Source: an optimization exercise on an open RTL-to-GDS flow (aim: small area and a short achievable clock period). Production flows keep margins and buffers that such runs may drop.
At most, simulation tests tie the RTL to the original design; equivalence was not proved.
Power figures rest on the tool's default switching activity, not on a simulated workload.

==> flow/design.v (excerpt) <==
module wasm_ctrl_top (
    input  logic                      clk,
    input  logic                      rst_n,
    input  logic [addr_w-1:0]         read_pointer,
    input  logic [window_bytes*8-1:0] window,
    output logic [7:0]                advance,
    output logic                      jump_en,
    output logic [addr_w-1:0]         jump_addr,
    output logic [11:0]               stack_ctrl,  
    output logic [31:0]               imm,
    output logic                      call_en,
    output logic [24:0]               call_frame,  
    output logic                      ret_en,
    output logic                      finish,
    output logic                      instr_error
);
Size in the first run: roughly 2000 cells after synthesis, about 550 flip-flops, about 170 I/O pins.
export LEC_CHECK = 0
export CAP_MARGIN = 20
export CORE_MARGIN = 2
export CORE_UTILIZATION = 40
export SLEW_MARGIN = 20
create_clock -name core_clock -period 8.0 [get_ports {clk}]
standard.sh (not shown) runs the stock make flow with config.mk's settings and CLKGATE_MAP_FILE= SYNTH_SCRIPT=/design/flow/synth_recipe.tcl, a recipe that flattens the netlist after the stock synthesis.
==> flow/flow/run.sh <==
#!/bin/bash
set -euo pipefail
export BUFFER_PORTS_ARGS="-buffer_cell sky130_fd_sc_hd__buf_2"
bash standard.sh > standard_flow.log 2>&1
Next try:
Settings changed: SETUP_SLACK_MARGIN set to 3.5.
After rerunning: Wire length rose by roughly a tenth; count of clock-buffer cells in the layout fell by 1; worst hold slack gains 0.0059 ns.
Next try:
Settings changed: SETUP_SLACK_MARGIN 3.5 to 2.5.
=> The changed run ran to the end with no violations. Wire length falls by 3.1%. Die area does not change. First-iteration DRC count went up by about 4.3%. Hold slack gets worse by 0.0065 ns. Sequential cell count stays the same.
Next try:
==> flow/run.sh (new file) <==
#!/bin/bash
# synth_recipe.tcl (not shown) runs the flow's synth.tcl, then flattens the netlist and writes it again
# the make line also repeats each setting of config.mk as NAME=value (left out here)
make -C /OpenROAD-flow-scripts/flow DESIGN_CONFIG=/design/flow/config.mk WORK_HOME=/design/flow/orfs CLKGATE_MAP_FILE= SYNTH_SCRIPT=/design/flow/synth_recipe.tcl finish
Settings changed: SETUP_SLACK_MARGIN 2.5 to not set.
removed: flow/flow/run.sh
removed: flow/standard.sh
The changed run completed without violations. Wire length went down by 3.0%. Final area is lower by 1.7%. Sequential share of layout area increases by 0.89 points. Total power goes down by 5.8%. Maximum frequency fell by 19%.
No run of this note included a check of the RTL's function; only the layout flow was run.

* * *

## v42
wasm_ctrl_top, a different RTL version from the one above (not shown whole).
For scale: about 170 I/O pins.
==> flow/config.mk <==
export PLATFORM = sky130hd
export DESIGN_NAME = wasm_ctrl_top
export DESIGN_NICKNAME = wasm_ctrl_top
export VERILOG_FILES = /design/flow/design.v
export SDC_FILE = /design/flow/constraint.sdc
export NUM_CORES = 4
export LEC_CHECK = 0
export ABC_AREA = 1
export CAP_MARGIN = 20
export CORE_MARGIN = 2
export CORE_UTILIZATION = 60
export CTS_BUF_LIST = sky130_fd_sc_hd__clkbuf_8
export CTS_CLUSTER_DIAMETER = 50
export CTS_CLUSTER_SIZE = 12
export SETUP_SLACK_MARGIN = 2.25
export SLEW_MARGIN = 20
==> flow/constraint.sdc <==
create_clock -name core_clock -period 8.0 [get_ports {clk}]
set_input_delay 1.6000 -clock core_clock [delete_from_list [all_inputs] [get_ports {clk}]]
set_output_delay 1.6000 -clock core_clock [all_outputs]
set_load 0.01 [all_outputs]
==> flow/flow/run.sh <==
#!/bin/bash
set -euo pipefail
export BUFFER_PORTS_ARGS="-buffer_cell sky130_fd_sc_hd__buf_2"
bash standard.sh > standard_flow.log 2>&1
Modified inputs, v49 compared to v42
Settings: changing SETUP_SLACK_MARGIN from 2.25 to 2.35.
--- outcome ---
v49 leaves more setup margin than v42. Between v49 and v42, the difference in power in the clock group is negligible. v49 vs v42: share of the final layout cell area in sequential cells down in v49.
## Diff of input files: v18 against v49
Settings: swapping 2.35 for 2.6 in SETUP_SLACK_MARGIN.
==> flow/flow/run.sh <==
#!/bin/bash
# Layout flow: the standard synthesis, then an area re-mapping of the combinational logic
# (OpenROAD restructure; registers are left as synthesis made them), then the standard
# layout from floorplan on, with the port buffers made of plain buffers instead of the
# delay-cell buffers buffer_ports picks by default. Each tool logs to its own file here.
set -euo pipefail
export BUFFER_PORTS_ARGS="-buffer_cell sky130_fd_sc_hd__buf_2"
bash standard.sh synth > standard_synth.log 2>&1
python3 flow/filter_lib.py "$FLOW_HOME/platforms/$FLOW_PLATFORM/lib/sky130_fd_sc_hd__tt_025C_1v80.lib" \
    abc_cells.lib > filter_lib.log 2>&1
openroad -no_init -exit flow/restructure.tcl > restructure.log 2>&1
bash standard.sh > standard_flow.log 2>&1
==> flow/flow/filter_lib.py (new file) <==
# Copy a liberty file without the cells the platform marks don't-use (lpflow_* and probe*),
# so that the area re-mapping below cannot pick them.
import re
import sys

src, dst = sys.argv[1], sys.argv[2]
text = open(src).read()
out = []
pos = 0
pat = re.compile(r'\n\s*cell\s*\(\s*"?([A-Za-z0-9_]+)"?\s*\)\s*\{')
for m in pat.finditer(text):
    if m.start() < pos:
        continue
    name = m.group(1)
    if 'lpflow' not in name and 'probe' not in name:
        continue
    depth = 0
    i = m.end() - 1
    while True:
        c = text[i]
        if c == '{':
            depth += 1
        elif c == '}':
            depth -= 1
            if depth == 0:
                break
        i += 1
    out.append(text[pos:m.start()])
    pos = i + 1
out.append(text[pos:])
open(dst, 'w').write(''.join(out))
==> flow/flow/restructure.tcl (new file) <==
# Re-map the synthesized combinational logic for area. Registers keep their names and cells.
set plat $::env(FLOW_HOME)/platforms/$::env(FLOW_PLATFORM)
set res orfs/results/$::env(FLOW_PLATFORM)/wasm_ctrl_top/base
read_lef $plat/lef/sky130_fd_sc_hd.tlef
read_lef $plat/lef/sky130_fd_sc_hd_merged.lef
read_liberty $plat/lib/sky130_fd_sc_hd__tt_025C_1v80.lib
read_db $res/1_synth.odb
read_sdc $res/1_synth.sdc
puts "area before [sta::format_area [rsz::design_area] 0]"
file mkdir rmp_work
restructure -target area -liberty_file abc_cells.lib \
    -tielo_port sky130_fd_sc_hd__conb_1/LO -tiehi_port sky130_fd_sc_hd__conb_1/HI \
    -work_dir rmp_work
puts "area after [sta::format_area [rsz::design_area] 0]"
write_db $res/1_synth.odb
Findings:
On length of routed met3 wiring, the higher figure sits with v18, not v49.
When v18 is set beside v49, its number of buffers inserted by port buffering turns out to be about 12% smaller.
v18 reports a lower die area than v49 does.
For final non-filler cell area, v18 and v49 come out practically identical.
Here is what was changed in the inputs of v57 compared with v18.
Settings: changing SETUP_SLACK_MARGIN from 2.6 to 2.25; setting GPL_ROUTABILITY_DRIVEN to 0 for the first time.
==> flow/flow/run.sh <==
#!/bin/bash
set -euo pipefail
export BUFFER_PORTS_ARGS="-buffer_cell sky130_fd_sc_hd__buf_2"
bash standard.sh > standard_flow.log 2>&1
removed: flow/flow/filter_lib.py
removed: flow/flow/restructure.tcl
==> comparison <==
- v57 vs v18 — maximum single-stage delay on the critical path rose 0.28 ns.
- v57 ends up with lower worst max-slew margin expressed relative to the limit than v18 does.
- Higher via count of the first global-routing pass was reported by v57, not v18.
Relative to v57, the following input files were edited for v12:
Settings: GPL_ROUTABILITY_DRIVEN: 0 -> unset; ABC_AREA: 1 -> unset; SETUP_SLACK_MARGIN: 2.25 -> 2.0.
--- outcome ---
Compared with v57, in v12 utilization of the core after routing decreased 1.0 points, number of flip-flops and latches in the synthesized netlist essentially unchanged, via count of the first global-routing pass decreased about 9%, sequential cell count essentially unchanged, worst hold slack essentially unchanged. v12 reports its source of the critical timing path as window[31] while v57 reports window[23]. NOTE non-clock buffer count v57->v12 increased slightly. Internal portion of total power: v12 lower than v57. Higher detailed-route via count among v12 and v57: v57. In v12, the total track usage came out 1.5 points below the value in v57. Maximum number of pins on one net before global-route repair, v12 and v57, lower one = v57. v12 finished all stages; the layout is clean.

* * *

Another version of the RTL of wasm_ctrl_top (not shown whole).
For scale: roughly 2700 cells after synthesis, ~27000 um2 of cells after synthesis.
clock: 8.0 ns
lec_check: 0
abc_area: 1
cap_margin: 20
core_margin: 2
core_utilization: 40
cts_buf_list: sky130_fd_sc_hd__clkbuf_4 sky130_fd_sc_hd__clkbuf_8
setup_slack_margin: 2.5
slew_margin: 20
==> flow/flow/run.sh <==
#!/bin/bash
set -euo pipefail
export BUFFER_PORTS_ARGS="-buffer_cell sky130_fd_sc_hd__buf_2"
bash standard.sh > standard_flow.log 2>&1
Rerun with:
CORE_UTILIZATION = 60   (was 40)
CTS_BUF_LIST = unset   (was sky130_fd_sc_hd__clkbuf_4 sky130_fd_sc_hd__clkbuf_8)
SETUP_SLACK_MARGIN = 3.0   (was 2.5)
Result: Clock skew climbs by 6.7 ps. Sequential share of layout area fell by 2.3 points. Sequential cell count stays the same. Critical path depth is lower by 1.
No run of this note included a check of the RTL's function; only the layout flow was run.

* * *

wasm_ctrl_top again, from the RTL that the note above started with.
clock: 8.0 ns
lec_check: 0
abc_area: 1
cap_margin: 20
core_margin: 2
core_utilization: 40
cts_buf_list: sky130_fd_sc_hd__clkbuf_8
cts_cluster_size: 30
setup_slack_margin: 2.5
slew_margin: 20
Scripts as last shown in full above: flow/flow/run.sh
==> next run, changes <==
Settings changed: ABC_AREA 1 to unset, CTS_BUF_LIST sky130_fd_sc_hd__clkbuf_8 to unset, CTS_CLUSTER_SIZE 30 to unset.
Result: Combinational power went down by about 34%. Register-to-register slack degrades by 0.35 ns. Area after synthesis fell by about 4%. Power drops by about 6%. Wire length decreases by about 12%.
==> next run, changes <==
Settings changed: ABC_AREA set to 1, SETUP_SLACK_MARGIN 2.5 to 3.0.
Sequential cell count is unchanged.
Clock power drops by about 7%.
Via count climbs by about 34%.
Global-route usage climbs by 3.2 points.
Worst hold slack gains 0.0031 ns.
Total power climbs by about 15%.
Clock-buffer cell count drops by 7.
Maximum frequency climbs by 7.9%.
Function was not checked in any run of this note: the RTL went through the layout flow alone.

* * *

RTL: one of the versions met above, not the one the previous note started from.
For scale: roughly 1700 cells after synthesis, about 170 I/O pins, about 23000 um2 of cells after synthesis.
// wasm_ctrl_top
module wasm_ctrl_top (
    input  logic                      clk,
    input  logic                      rst_n,
    input  logic [addr_w-1:0]         read_pointer,
    input  logic [window_bytes*8-1:0] window,
    output logic [7:0]                advance,
    output logic                      jump_en,
    output logic [addr_w-1:0]         jump_addr,
    output logic [11:0]               stack_ctrl,  
    output logic [31:0]               imm,
    output logic                      call_en,
    output logic [24:0]               call_frame,  
    output logic                      ret_en,
    output logic                      finish,
    output logic                      instr_error
);
export LEC_CHECK = 0
export ABC_AREA = 1
export CAP_MARGIN = 20
export CORE_MARGIN = 2
export CORE_UTILIZATION = 60
export CTS_BUF_LIST = sky130_fd_sc_hd__clkbuf_8
export CTS_CLUSTER_DIAMETER = 50
export CTS_CLUSTER_SIZE = 12
export SETUP_SLACK_MARGIN = 2.25
export SLEW_MARGIN = 20
create_clock -name core_clock -period 8.0 [get_ports {clk}]
==> flow/flow/run.sh <==
#!/bin/bash
# Layout flow: the standard synthesis, then an area re-mapping of the combinational logic
# (OpenROAD restructure; registers are left as synthesis made them), then the standard
# layout from floorplan on, with the port buffers made of plain buffers instead of the
# delay-cell buffers buffer_ports picks by default. Each tool logs to its own file here.
set -euo pipefail
export BUFFER_PORTS_ARGS="-buffer_cell sky130_fd_sc_hd__buf_2"
bash standard.sh synth > standard_synth.log 2>&1
python3 flow/filter_lib.py "$FLOW_HOME/platforms/$FLOW_PLATFORM/lib/sky130_fd_sc_hd__tt_025C_1v80.lib" \
    abc_cells.lib > filter_lib.log 2>&1
openroad -no_init -exit flow/restructure.tcl > restructure.log 2>&1
bash standard.sh > standard_flow.log 2>&1
==> flow/flow/filter_lib.py <==
# Copy a liberty file without the cells the platform marks don't-use (lpflow_* and probe*),
# so that the area re-mapping below cannot pick them.
import re
import sys

src, dst = sys.argv[1], sys.argv[2]
text = open(src).read()
out = []
pos = 0
pat = re.compile(r'\n\s*cell\s*\(\s*"?([A-Za-z0-9_]+)"?\s*\)\s*\{')
for m in pat.finditer(text):
    if m.start() < pos:
        continue
    name = m.group(1)
    if 'lpflow' not in name and 'probe' not in name:
        continue
    depth = 0
    i = m.end() - 1
    while True:
        c = text[i]
        if c == '{':
            depth += 1
        elif c == '}':
            depth -= 1
            if depth == 0:
                break
        i += 1
    out.append(text[pos:m.start()])
    pos = i + 1
out.append(text[pos:])
open(dst, 'w').write(''.join(out))
==> flow/flow/restructure.tcl <==
# Re-map the synthesized combinational logic for area. Registers keep their names and cells.
set plat $::env(FLOW_HOME)/platforms/$::env(FLOW_PLATFORM)
set res orfs/results/$::env(FLOW_PLATFORM)/wasm_ctrl_top/base
read_lef $plat/lef/sky130_fd_sc_hd.tlef
read_lef $plat/lef/sky130_fd_sc_hd_merged.lef
read_liberty $plat/lib/sky130_fd_sc_hd__tt_025C_1v80.lib
read_db $res/1_synth.odb
read_sdc $res/1_synth.sdc
puts "area before [sta::format_area [rsz::design_area] 0]"
file mkdir rmp_work
restructure -target area -liberty_file abc_cells.lib \
    -tielo_port sky130_fd_sc_hd__conb_1/LO -tiehi_port sky130_fd_sc_hd__conb_1/HI \
    -work_dir rmp_work
puts "area after [sta::format_area [rsz::design_area] 0]"
write_db $res/1_synth.odb
==> next run, changes <==
==> flow/flow/run.sh (replaced) <==
#!/bin/bash
set -euo pipefail
export BUFFER_PORTS_ARGS="-buffer_cell sky130_fd_sc_hd__buf_2"
bash standard.sh > standard_flow.log 2>&1
Settings changed: GPL_ROUTABILITY_DRIVEN set to 0, PLACE_DENSITY set to 0.75.
removed: flow/flow/filter_lib.py
removed: flow/flow/restructure.tcl
After rerunning: The new run passed the timing, design-rule and antenna checks; area after synthesis is higher by 11%; hold slack improves by 0.019 ns; maximum frequency grows by 5.3%; wire length rises by 1.4%; sequential share of layout area went down by 1.2 points.

* * *

wasm_ctrl_top again, from the RTL that the note above started with.
==> flow/config.mk <==
export PLATFORM = sky130hd
export DESIGN_NAME = wasm_ctrl_top
export DESIGN_NICKNAME = wasm_ctrl_top
export VERILOG_FILES = /design/flow/design.v
export SDC_FILE = /design/flow/constraint.sdc
export NUM_CORES = 4
export LEC_CHECK = 0
export ABC_AREA = 1
export CAP_MARGIN = 20
export CORE_MARGIN = 2
export CORE_UTILIZATION = 60
export CTS_BUF_LIST = sky130_fd_sc_hd__clkbuf_4 sky130_fd_sc_hd__clkbuf_8
export CTS_CLUSTER_DIAMETER = 45
export CTS_CLUSTER_SIZE = 10
export GPL_ROUTABILITY_DRIVEN = 0
export SETUP_SLACK_MARGIN = 2.25
export SLEW_MARGIN = 20
==> flow/constraint.sdc <==
create_clock -name core_clock -period 8.0 [get_ports {clk}]
set_input_delay 1.6000 -clock core_clock [delete_from_list [all_inputs] [get_ports {clk}]]
set_output_delay 1.6000 -clock core_clock [all_outputs]
set_load 0.01 [all_outputs]
==> flow/flow/run.sh <==
#!/bin/bash
set -euo pipefail
export BUFFER_PORTS_ARGS="-buffer_cell sky130_fd_sc_hd__buf_1"
bash standard.sh > standard_flow.log 2>&1
The first run went through all stages and came out clean.
Rerun with:
==> flow/flow/run.sh (replaced) <==
#!/bin/bash
# Layout flow: the standard synthesis, except that the technology mapping of the
# combinational logic uses ABC's area-oriented mapping (map -a) instead of the default
# delay-first mapping; registers are mapped exactly as in the standard synthesis. Then the standard flow's
# standard layout from floorplan on, with the port buffers made of plain buffers instead of the
# delay-cell buffers buffer_ports picks by default. Each tool logs to its own file here.
set -euo pipefail
rm -rf synth_scripts
cp -r "$FLOW_HOME/scripts" synth_scripts
cp flow/abc_area.script synth_scripts/abc_area.script
SCRIPTS_DIR="$PWD/synth_scripts" bash standard.sh synth > standard_synth.log 2>&1
export BUFFER_PORTS_ARGS="-buffer_cell sky130_fd_sc_hd__buf_2"
bash standard.sh > standard_flow.log 2>&1
==> flow/flow/abc_area.script (new file) <==
strash
dch
map -D 1100
topo
stime -c
buffer -c
upsize -c
dnsize -c
CTS_BUF_LIST = sky130_fd_sc_hd__clkbuf_8   (was sky130_fd_sc_hd__clkbuf_4 sky130_fd_sc_hd__clkbuf_8)
CTS_CLUSTER_DIAMETER = 50   (was 45)
CTS_CLUSTER_SIZE = 12   (was 10)
Outcome: The new run finished with timing, DRC and antenna clean. Worst setup slack degrades by 190 ps. Sequential power decreases by about 2%. Cell area decreases by about 2%. Critical path depth increases by 2. Via count decreases by about 5.7%. Flip-flop and latch count is unchanged. Clock skew decreases by 5.9 ps. Core utilization increases by 0.61 points. Routed wire length decreases by about 3.4%. Clock power decreases by about 15%. Register-to-register slack degrades by 80 ps.
Rerun with:
==> flow/flow/run.sh (replaced) <==
#!/bin/bash
set -euo pipefail
export BUFFER_PORTS_ARGS="-buffer_cell sky130_fd_sc_hd__buf_2"
bash standard.sh > standard_flow.log 2>&1
ABC_AREA = default   (was 1)
GPL_ROUTABILITY_DRIVEN = default   (was 0)
removed: flow/flow/abc_area.script
=> The new run finished clean; sequential power shrinks by about 2%; core utilization shrinks by 1.3 points; maximum frequency falls by 1.9%; combinational power goes down by 42%; routed wire length falls by 2.9%; design area is about the same; via count shrinks by 4.3%; cell count went down by 7.7%.
Rerun with:
==> flow/flow/run.sh (replaced) <==
#!/bin/bash
# Layout flow: the standard synthesis, except that the technology mapping of the
# combinational logic uses ABC's area-oriented mapping (map -a) instead of the default
# delay-first mapping; registers are mapped exactly as in the standard synthesis. Then the standard flow's
# standard layout from floorplan on, with the port buffers made of plain buffers instead of the
# delay-cell buffers buffer_ports picks by default. Each tool logs to its own file here.
set -euo pipefail
rm -rf synth_scripts
cp -r "$FLOW_HOME/scripts" synth_scripts
cp flow/abc_area.script synth_scripts/abc_area.script
SCRIPTS_DIR="$PWD/synth_scripts" bash standard.sh synth > standard_synth.log 2>&1
export BUFFER_PORTS_ARGS="-buffer_cell sky130_fd_sc_hd__buf_2"
bash standard.sh > standard_flow.log 2>&1
==> flow/flow/abc_area.script (new file) <==
strash
dch
map -D 1100
topo
stime -c
buffer -c
upsize -c
dnsize -c
ABC_AREA = 1   (was default)
GPL_ROUTABILITY_DRIVEN = 0   (was default)
SETUP_SLACK_MARGIN = 2.5   (was 2.25)
Result:
- The new run ran to the end with no violations
- non-clock buffer count rises by 57
- critical path depth falls by 2
- synthesized cell count rises by 9.1%
- sequential power rises by about 2%
- wire length rises by 6.3%
- maximum frequency rises by 1.8%
- register-to-register slack stays flat
- hold slack loses 24 ps
- design area rises by 2.3%
- worst setup slack gains 110 ps
Rerun with:
==> flow/flow/run.sh (replaced) <==
#!/bin/bash
set -euo pipefail
export BUFFER_PORTS_ARGS="-buffer_cell sky130_fd_sc_hd__buf_2"
bash standard.sh > standard_flow.log 2>&1
CORE_UTILIZATION = 50   (was 60)
GPL_ROUTABILITY_DRIVEN = default   (was 0)
SETUP_SLACK_MARGIN = 2.25   (was 2.5)
removed: flow/flow/abc_area.script
Outcome: Core utilization drops by 14 points; area after synthesis climbs by 3.2%; global-route usage drops by 5.1 points; critical path depth climbs by 2; power climbs by 2.9%; non-clock buffer count drops by 54; first-iteration DRC count drops by 25%.
Rerun with:
CORE_UTILIZATION = 60   (was 50)
GPL_TIMING_DRIVEN = 0   (was default)
=>
- The new run completed without violations
- hold slack gets better by 7.4 ps
- non-clock buffer count increases by 79
- total power stays flat
- core utilization increases by 13 points
- via count increases by about 2%
- synthesized cell count is unchanged
- worst setup slack gets worse by 69 ps
- count of clock-buffer cells in the layout decreases by 3
- cell area increases by 1.4%

[re-timing with driven ports]
The results above use ideal ports. As a check the final layouts listed here were re-extracted and re-timed, cells and wires unchanged.
Step 1 assumes that a clkbuf_16 drives the clock port and a buf_2 every other input.
Step 2 also shifts input and output timing later by t, the mid clock arrival at the registers, as if the neighbouring blocks saw the same clock.
a / b / c = no drivers / after step 1 / after step 2; a / b = the first two.
run	t (ns)	setup slack, ns	worst slew at a driven data input, ns
the first run of note 1	0.671	0.841 / 0.781 / 1.273	0.09
the second run of note 1	0.685	2.048 / 2.000 / 2.000	0.22
the third run of note 1	0.683	1.923 / 1.864 / 1.864	0.14
the fourth run of note 1	0.668	0.491 / 0.456 / 0.456	0.08
v42	0.738	2.326 / 2.293 / 2.293	0.08
v49	0.740	2.358 / 2.303 / 2.303	0.07
v18	0.722	1.923 / 1.835 / 1.835	0.12
v57	0.728	2.337 / 2.282 / 2.282	0.06
v12	0.727	2.036 / 1.971 / 1.971	0.07
the first run of note 3	0.732	2.429 / 2.369 / 2.369	0.12
the second run of note 3	0.673	2.370 / 2.274 / 2.274	0.20
the first run of note 4	0.734	2.440 / 2.379 / 2.379	0.12
the second run of note 4	0.676	1.937 / 1.871 / 1.231	0.16
the third run of note 4	0.671	2.381 / 2.315 / 2.315	0.16
the first run of note 5	0.722	2.034 / 2.003 / 2.003	0.08
the second run of note 5	0.720	2.332 / 2.222 / 2.222	0.11
the first run of note 6	0.697	2.357 / 2.313 / 2.313	0.07
the second run of note 6	0.716	2.167 / 2.114 / 2.114	0.07
the third run of note 6	0.724	2.056 / 1.990 / 1.990	0.11
the fourth run of note 6	0.708	2.164 / 2.108 / 2.108	0.05
the fifth run of note 6	0.734	2.321 / 2.256 / 2.256	0.07
the sixth run of note 6	0.740	2.251 / 2.206 / 2.206	0.06
After both steps every run listed still meets setup and hold. The setup slack of the second run of note 4, which loses most, moves by -0.066 ns with the drivers and by -0.706 ns with both steps.
